Context: an optimization exercise on an open-source flow, tuned for small area and a short achievable clock period. The choices shown serve that exercise and are no tape-out recipe.
The RTL was checked by simulation tests, not by an equivalence proof against the original design.
No activity file was given, so power comes from the tool's default toggle rates.

==> flow/design.v <==
`timescale 1ns/1ns
`timescale 1ns/1ns
`timescale 1ns/1ns
`timescale 1ns/1ns
`timescale 1ns/1ns
`timescale 1ns/1ns
`default_nettype none
module mipsCore #(
	parameter logic [31:0] ResetPc = 32'h0000_0000
) (
	input  wire logic        clk,
	input  wire logic        rst,
	input  wire logic [31:0] instr,
	input  wire logic        instrValid,
	output logic      [31:0] pc,
	output logic             retValid,
	output logic      [31:0] retPc,
	output logic             retRegWe,
	output logic      [4:0]  retDstReg,
	output logic      [31:0] retWrData,
	output logic      [31:0] retNextPc
);
	logic        vR;         
	logic        wR;         
	logic [4:0]  dstR;
	logic [31:0] resR;       
	logic        wR2;
	logic [4:0]  dstR2;
	logic [31:0] pcR;        
	logic [31:0] pc4R;       
	logic [31:0] tgtR;       
	logic [31:0] pR;
	logic        g31R;       
	logic        zR;         
	logic [32:0] cgR, cpR;   
	logic        selSumR, selPR, selSltR, selSltuR, selShRR, selShLR, selLinkR;
	logic [2:0]  shamtR;
	logic        fillR;      
	logic        brEqR, brNeR, brLtzR, brGezR, brLezR, brGtzR, jR, jrR;
	logic [31:0] res;        
	logic [5:0]  op, fn;
	logic [4:0]  rsA, rtA, rdA, sa;
	logic [15:0] imm;
	assign op  = instr[31:26];
	assign fn  = instr[5:0];
	assign rsA = instr[25:21];
	assign rtA = instr[20:16];
	assign rdA = instr[15:11];
	assign sa  = instr[10:6];
	assign imm = instr[15:0];
	logic go;
	assign go = instrValid & ~rst;
	logic isSp;
	assign isSp = (op == 6'b000000);
	logic iAddu, iSubu, iAnd, iOr, iXor, iNor, iSlt, iSltu;
	logic iSll, iSrl, iSra, iSllv, iSrlv, iSrav, iJr;
	logic iBltz, iBgez, iBeq, iBne, iBlez, iBgtz, iJ, iJal;
	logic iAddiu, iSlti, iSltiu, iAndi, iOri, iXori, iLui;
	assign iAddu  = isSp && fn == 6'b100001;
	assign iSubu  = isSp && fn == 6'b100011;
	assign iAnd   = isSp && fn == 6'b100100;
	assign iOr    = isSp && fn == 6'b100101;
	assign iXor   = isSp && fn == 6'b100110;
	assign iNor   = isSp && fn == 6'b100111;
	assign iSlt   = isSp && fn == 6'b101010;
	assign iSltu  = isSp && fn == 6'b101011;
	assign iSll   = isSp && fn == 6'b000000;
	assign iSrl   = isSp && fn == 6'b000010;
	assign iSra   = isSp && fn == 6'b000011;
	assign iSllv  = isSp && fn == 6'b000100;
	assign iSrlv  = isSp && fn == 6'b000110;
	assign iSrav  = isSp && fn == 6'b000111;
	assign iJr    = isSp && fn == 6'b001000;
	assign iBltz  = op == 6'b000001 && rtA == 5'b00000;
	assign iBgez  = op == 6'b000001 && rtA == 5'b00001;
	assign iJ     = op == 6'b000010;
	assign iJal   = op == 6'b000011;
	assign iBeq   = op == 6'b000100;
	assign iBne   = op == 6'b000101;
	assign iBlez  = op == 6'b000110;
	assign iBgtz  = op == 6'b000111;
	assign iAddiu = op == 6'b001001;
	assign iSlti  = op == 6'b001010;
	assign iSltiu = op == 6'b001011;
	assign iAndi  = op == 6'b001100;
	assign iOri   = op == 6'b001101;
	assign iXori  = op == 6'b001110;
	assign iLui   = op == 6'b001111;
	logic useImm, rType, regWe, inv, shL, shR, varSh, arith;
	assign useImm = iAddiu | iSlti | iSltiu | iAndi | iOri | iXori | iLui;
	assign rType  = iAddu | iSubu | iAnd | iOr | iXor | iNor | iSlt | iSltu |
	                iSll | iSrl | iSra | iSllv | iSrlv | iSrav;
	assign regWe  = rType | useImm | iJal;
	assign inv    = iSubu | iSlt | iSltu | iSlti | iSltiu;
	assign shL    = iSll | iSllv;
	assign shR    = iSrl | iSra | iSrlv | iSrav;
	assign varSh  = iSllv | iSrlv | iSrav;
	assign arith  = iSra | iSrav;
	logic [4:0] dst;
	assign dst = iJal ? 5'd31 : useImm ? rtA : rdA;
	always_comb begin
		for (int i = 1; i < 32; i++) wrRowD[i] = wR & ~rst & (dstR == 5'(i));
	end
	logic [31:1] weRow, rfP, rfV;
	logic [31:1] wrRow, wrRowN, wrRowD;
	logic [31:0][33:0] rdRow;
	assign rdRow[0] = 34'd0;
	genvar r;
	generate
		for (r = 1; r < 32; r++) begin : row
			logic [31:0] q;
			assign weRow[r] = wrRow[r];
			always_ff @(posedge clk) begin
				q      <= ~((q | {32{wrRow[r]}}) & (resR | {32{wrRowN[r]}}));
				rfP[r] <= ~(rfP[r] & wrRowN[r]);
				rfV[r] <= ~rst & (rfV[r] | weRow[r]);
			end
			assign rdRow[r] = {rfV[r], rfP[r], q};
		end
	endgenerate
	logic [33:0] entA, entB;
	assign entA = rdRow[rsA];
	assign entB = rdRow[rtA];
	logic [31:0] readA, readB;
	assign readA = (entA[31:0] ^ {32{entA[32]}}) & {32{entA[33]}};
	assign readB = (entB[31:0] ^ {32{entB[32]}}) & {32{entB[33]}};
	logic fwdA, fwdB, fwd2A, fwd2B;
	assign fwdA  = wR && dstR == rsA;
	assign fwdB  = wR && dstR == rtA;
	assign fwd2A = wR2 && dstR2 == rsA;
	assign fwd2B = wR2 && dstR2 == rtA;
	logic [31:0] rsF, rtF, rtRev, extImm;
	assign rsF = fwdA ? res : fwd2A ? resR : readA;
	assign rtF = fwdB ? res : fwd2B ? resR : readB;
	always_comb begin
		for (int i = 0; i < 32; i++) rtRev[i] = rtF[31 - i];
	end
	assign extImm = iLui ? {imm, 16'd0} :
	                (iAndi | iOri | iXori) ? {16'd0, imm} : {{16{imm[15]}}, imm};
	logic bZero;
	assign bZero = iBltz | iBgez | iBlez | iBgtz | iJr;
	logic [31:0] bD, pD, gD;
	assign bD = bZero  ? 32'd0 :
	            useImm ? (extImm ^ {32{inv}}) :
	            shL    ? rtRev : (rtF ^ {32{inv}});
	assign pD = rsF ^ bD;
	assign gD = rsF & bD;
	logic isLogic;
	assign isLogic = iAnd | iAndi | iOr | iOri | iXor | iXori | iNor | iLui;
	logic [31:0] logicD;
	assign logicD = ({32{iAnd | iAndi}} & gD) |
	                ({32{iOr | iOri}} & (pD | gD)) |
	                ({32{iXor | iXori}} & pD) |
	                ({32{iNor}} & ~(pD | gD)) |
	                ({32{iLui}} & bD);
	logic [4:0]  shamtD;
	logic        fillD;
	logic [31:0] sh1, sh2;
	assign shamtD = varSh ? rsF[4:0] : sa;
	assign fillD  = arith & rtF[31];
	assign sh1 = shamtD[4] ? {{16{fillD}}, bD[31:16]} : bD;
	assign sh2 = shamtD[3] ? {{8{fillD}}, sh1[31:8]} : sh1;
	logic [32:0] kG0, kP0, kG1, kP1, kG2, kP2;
	assign kG0 = {gD, inv};
	assign kP0 = {pD, 1'b0};
	assign kG1 = kG0 | (kP0 & {kG0[31:0], 1'b0});
	assign kP1 = kP0 & {kP0[31:0], 1'b0};
	assign kG2 = kG1 | (kP1 & {kG1[30:0], 2'b0});
	assign kP2 = kP1 & {kP1[30:0], 2'b0};
	logic [16:0] brOff;
	logic [31:0] pc4D, btD, tgtD;
	assign brOff = {imm[15], imm} + 17'd1;
	assign pc4D  = pc + 32'd4;
	logic [29:0] btA, btB;
	logic [29:0] btG [0:5];
	logic [29:0] btP [0:5];
	assign btA    = pc[31:2];
	assign btB    = {{13{brOff[16]}}, brOff};
	assign btG[0] = btA & btB;
	assign btP[0] = btA ^ btB;
	generate
		for (genvar l = 0; l < 5; l++) begin : btks
			for (genvar i = 0; i < 30; i++) begin : bit_
				if (i >= (1 << l)) begin : comb
					assign btG[l+1][i] = btG[l][i] | (btP[l][i] & btG[l][i - (1 << l)]);
					assign btP[l+1][i] = btP[l][i] & btP[l][i - (1 << l)];
				end else begin : pass
					assign btG[l+1][i] = btG[l][i];
					assign btP[l+1][i] = btP[l][i];
				end
			end
		end
	endgenerate
	assign btD = {btP[0] ^ {btG[5][28:0], 1'b0}, pc[1:0]};
	assign tgtD  = (iJ | iJal) ? {pc4D[31:28], instr[25:0], 2'b00} : btD;
	always_ff @(posedge clk) begin
		wrRow    <= wrRowD;
		wrRowN   <= ~wrRowD;
		resR     <= res;
		wR2      <= wR & ~rst;
		dstR2    <= dstR;
		vR       <= go;
		wR       <= go & regWe & (dst != 5'd0);
		dstR     <= dst;
		pcR      <= rst ? ResetPc : pc;
		pc4R     <= pc4D;
		tgtR     <= tgtD;
		pR       <= (shL | shR) ? sh2 : isLogic ? logicD : pD;
		g31R     <= gD[31];
		zR       <= (pD == 32'd0);
		cgR      <= kG2;
		cpR      <= kP2;
		selSumR  <= iAddu | iSubu | iAddiu;
		selPR    <= isLogic;
		selSltR  <= iSlt | iSlti;
		selSltuR <= iSltu | iSltiu;
		selShRR  <= shR;
		selShLR  <= shL;
		selLinkR <= iJal;
		shamtR   <= shamtD[2:0];
		fillR    <= fillD;
		brEqR    <= go & iBeq;
		brNeR    <= go & iBne;
		brLtzR   <= go & iBltz;
		brGezR   <= go & iBgez;
		brLezR   <= go & iBlez;
		brGtzR   <= go & iBgtz;
		jR       <= go & (iJ | iJal);
		jrR      <= go & iJr;
	end
	logic [32:0] cG [2:6];
	logic [32:0] cP [2:6];
	assign cG[2] = cgR;
	assign cP[2] = cpR;
	genvar k;
	generate
		for (k = 2; k < 6; k++) begin : ks
			for (genvar i = 0; i < 33; i++) begin : bit_
				if (i >= (1 << k)) begin : comb
					assign cG[k+1][i] = cG[k][i] | (cP[k][i] & cG[k][i - (1 << k)]);
					assign cP[k+1][i] = cP[k][i] & cP[k][i - (1 << k)];
				end else begin : pass
					assign cG[k+1][i] = cG[k][i];
					assign cP[k+1][i] = cP[k][i];
				end
			end
		end
	endgenerate
	logic [32:0] carry;
	assign carry = cG[6];
	logic [31:0] sum;
	assign sum = pR ^ carry[31:0];
	logic ltS, ltU;
	assign ltS = pR[31] ? sum[31] : g31R;
	assign ltU = ~carry[32];
	logic [63:0] shIn;
	logic [31:0] shOut, shOutRev;
	assign shIn  = {{32{fillR}}, pR};
	assign shOut = 32'(shIn >> shamtR);
	always_comb begin
		for (int i = 0; i < 32; i++) shOutRev[i] = shOut[31 - i];
	end
	assign res = ({32{selSumR}}  & sum) | ({32{selPR}} & pR) |
	             ({32{selShRR}}  & shOut) | ({32{selShLR}} & shOutRev) |
	             ({32{selLinkR}} & pc4R) |
	             {31'd0, (selSltR & ltS) | (selSltuR & ltU)};
	logic pZero, aNeg, taken;
	assign pZero = zR;
	assign aNeg  = pR[31];
	assign taken = (brEqR & pZero) | (brNeR & ~pZero) | (brLtzR & aNeg) | (brGezR & ~aNeg) |
	               (brLezR & (aNeg | pZero)) | (brGtzR & ~aNeg & ~pZero);
	assign pc = (taken | jR) ? tgtR : jrR ? pR : vR ? pc4R : pcR;
	assign retValid  = vR;
	assign retRegWe  = wR;
	assign retDstReg = dstR;
	assign retPc     = pcR;
	assign retWrData = res;
	assign retNextPc = pc;
endmodule
`default_nettype wire
clock: 9.0 ns
lec_check: 0
cap_margin: 20
core_margin: 2
core_utilization: 40
place_density: 0.6
setup_slack_margin: 4.0
slew_margin: 20
standard.sh (not shown) runs the stock make flow with config.mk's settings and CLKGATE_MAP_FILE= SYNTH_SCRIPT=/design/flow/synth_recipe.tcl, a recipe that flattens the netlist after the stock synthesis.
==> flow/flow/run.sh <==
#!/bin/bash
set -o pipefail
bash standard.sh MATCH_CELL_FOOTPRINT=0 \
	"BUFFER_PORTS_ARGS=-buffer_cell sky130_fd_sc_hd__buf_4" \
	"CTS_ARGS=-sink_clustering_enable -repair_clock_nets -buf_list sky130_fd_sc_hd__clkbuf_8 -sink_clustering_size 16 -sink_clustering_max_diameter 50 -dont_use_dummy_load" \
	finish > standard.log 2>&1
The first run completed without violations.
Then changed:
--- a/flow/design.v
+++ b/flow/design.v
@@ -32,10 +32,11 @@
 	logic [31:0] pR;
 	logic        g31R;       
 	logic        zR;         
 	logic [32:0] cgR, cpR;   
-	logic        selSumR, selPR, selSltR, selSltuR, selShRR, selShLR, selLinkR;
-	logic [2:0]  shamtR;
+	logic        selSumR, selPR, selSltR, selSltuR, selLinkR;
+	logic [1:0]  shamtR;
+	logic        shR0R, shR1R, shL0R, shL1R;
 	logic        fillR;      
 	logic        brEqR, brNeR, brLtzR, brGezR, brLezR, brGtzR, jR, jrR;
 	logic [31:0] res;        
 	logic [5:0]  op, fn;
@@ -169,9 +170,22 @@
 	assign kP2 = kP1 & {kP1[30:0], 2'b0};
 	logic [16:0] brOff;
 	logic [31:0] pc4D, btD, tgtD;
 	assign brOff = {imm[15], imm} + 17'd1;
-	assign pc4D  = pc + 32'd4;
+	logic [29:0] incC [0:5];
+	assign incC[0] = pc[31:2];
+	generate
+		for (genvar l = 0; l < 5; l++) begin : incks
+			for (genvar i = 0; i < 30; i++) begin : bit_
+				if (i >= (1 << l)) begin : comb
+					assign incC[l+1][i] = incC[l][i] & incC[l][i - (1 << l)];
+				end else begin : pass
+					assign incC[l+1][i] = incC[l][i];
+				end
+			end
+		end
+	endgenerate
+	assign pc4D = {pc[31:2] ^ {incC[5][28:0], 1'b1}, pc[1:0]};
 	logic [29:0] btA, btB;
 	logic [29:0] btG [0:5];
 	logic [29:0] btP [0:5];
 	assign btA    = pc[31:2];
@@ -213,12 +227,14 @@
 		selSumR  <= iAddu | iSubu | iAddiu;
 		selPR    <= isLogic;
 		selSltR  <= iSlt | iSlti;
 		selSltuR <= iSltu | iSltiu;
-		selShRR  <= shR;
-		selShLR  <= shL;
 		selLinkR <= iJal;
-		shamtR   <= shamtD[2:0];
+		shamtR   <= shamtD[2:1];
+		shR0R    <= shR & ~shamtD[0];
+		shR1R    <= shR &  shamtD[0];
+		shL0R    <= shL & ~shamtD[0];
+		shL1R    <= shL &  shamtD[0];
 		fillR    <= fillD;
 		brEqR    <= go & iBeq;
 		brNeR    <= go & iBne;
 		brLtzR   <= go & iBltz;
@@ -253,16 +269,19 @@
 	logic ltS, ltU;
 	assign ltS = pR[31] ? sum[31] : g31R;
 	assign ltU = ~carry[32];
 	logic [63:0] shIn;
-	logic [31:0] shOut, shOutRev;
+	logic [32:0] shMid;      
+	logic [31:0] shRes;
 	assign shIn  = {{32{fillR}}, pR};
-	assign shOut = 32'(shIn >> shamtR);
+	assign shMid = {fillR, 32'(shIn >> {shamtR, 1'b0})};
 	always_comb begin
-		for (int i = 0; i < 32; i++) shOutRev[i] = shOut[31 - i];
+		for (int i = 0; i < 32; i++)
+			shRes[i] = (shR0R & shMid[i]) | (shR1R & shMid[i + 1]) |
+			           (shL0R & shMid[31 - i]) | (shL1R & shMid[32 - i]);
 	end
 	assign res = ({32{selSumR}}  & sum) | ({32{selPR}} & pR) |
-	             ({32{selShRR}}  & shOut) | ({32{selShLR}} & shOutRev) |
+	             shRes |
 	             ({32{selLinkR}} & pc4R) |
 	             {31'd0, (selSltR & ltS) | (selSltuR & ltU)};
 	logic pZero, aNeg, taken;
 	assign pZero = zR;
=>
- cell area rises by 0.72%
- routed wire length rises by 2.7%
- register-to-register slack improves by 50 ps
- clock-buffer cell count rises by 9
- total power falls by 0.84%
- hold slack degrades by 6.7 ps
- flip-flop and latch count rises by 1
- setup slack degrades by 140 ps
- cell count rises by 0.37%
- sequential power falls by about 0.9%

## re-timing with driven ports
The results above use ideal ports. As a check the final layouts listed here were re-extracted and re-timed, cells and wires unchanged. Step 1 sets driving cells, clkbuf_16 on the clock port and buf_2 on the other inputs (assumed; they add their load-dependent delay and slew). Step 2, shift: input delay + t, output delay - t, t = (earliest + latest rising clock arrival at the registers) / 2. This alone moves slack from input paths to output paths. Slacks: no drivers / after step 1 / after step 2; pairs: no drivers / after step 1.
run | t, ns | setup WS [ns] | worst hold slack (ns) | latest minus earliest clock arrival (ns) | worst slew at a driven data input, ns
the first run | 0.992 | 3.743 / 3.656 / 2.665 | 0.415 / 0.415 / 0.415 | 0.123 / 0.123 | 0.45
the second run | 0.973 | 3.601 / 3.522 / 2.727 | 0.408 / 0.408 / 0.408 | 0.130 / 0.130 | 0.41
After both steps setup and hold are still met in every run listed. For the first run, which loses most, drivers alone change the setup slack by -0.087 ns; drivers and shift together by -1.078 ns.
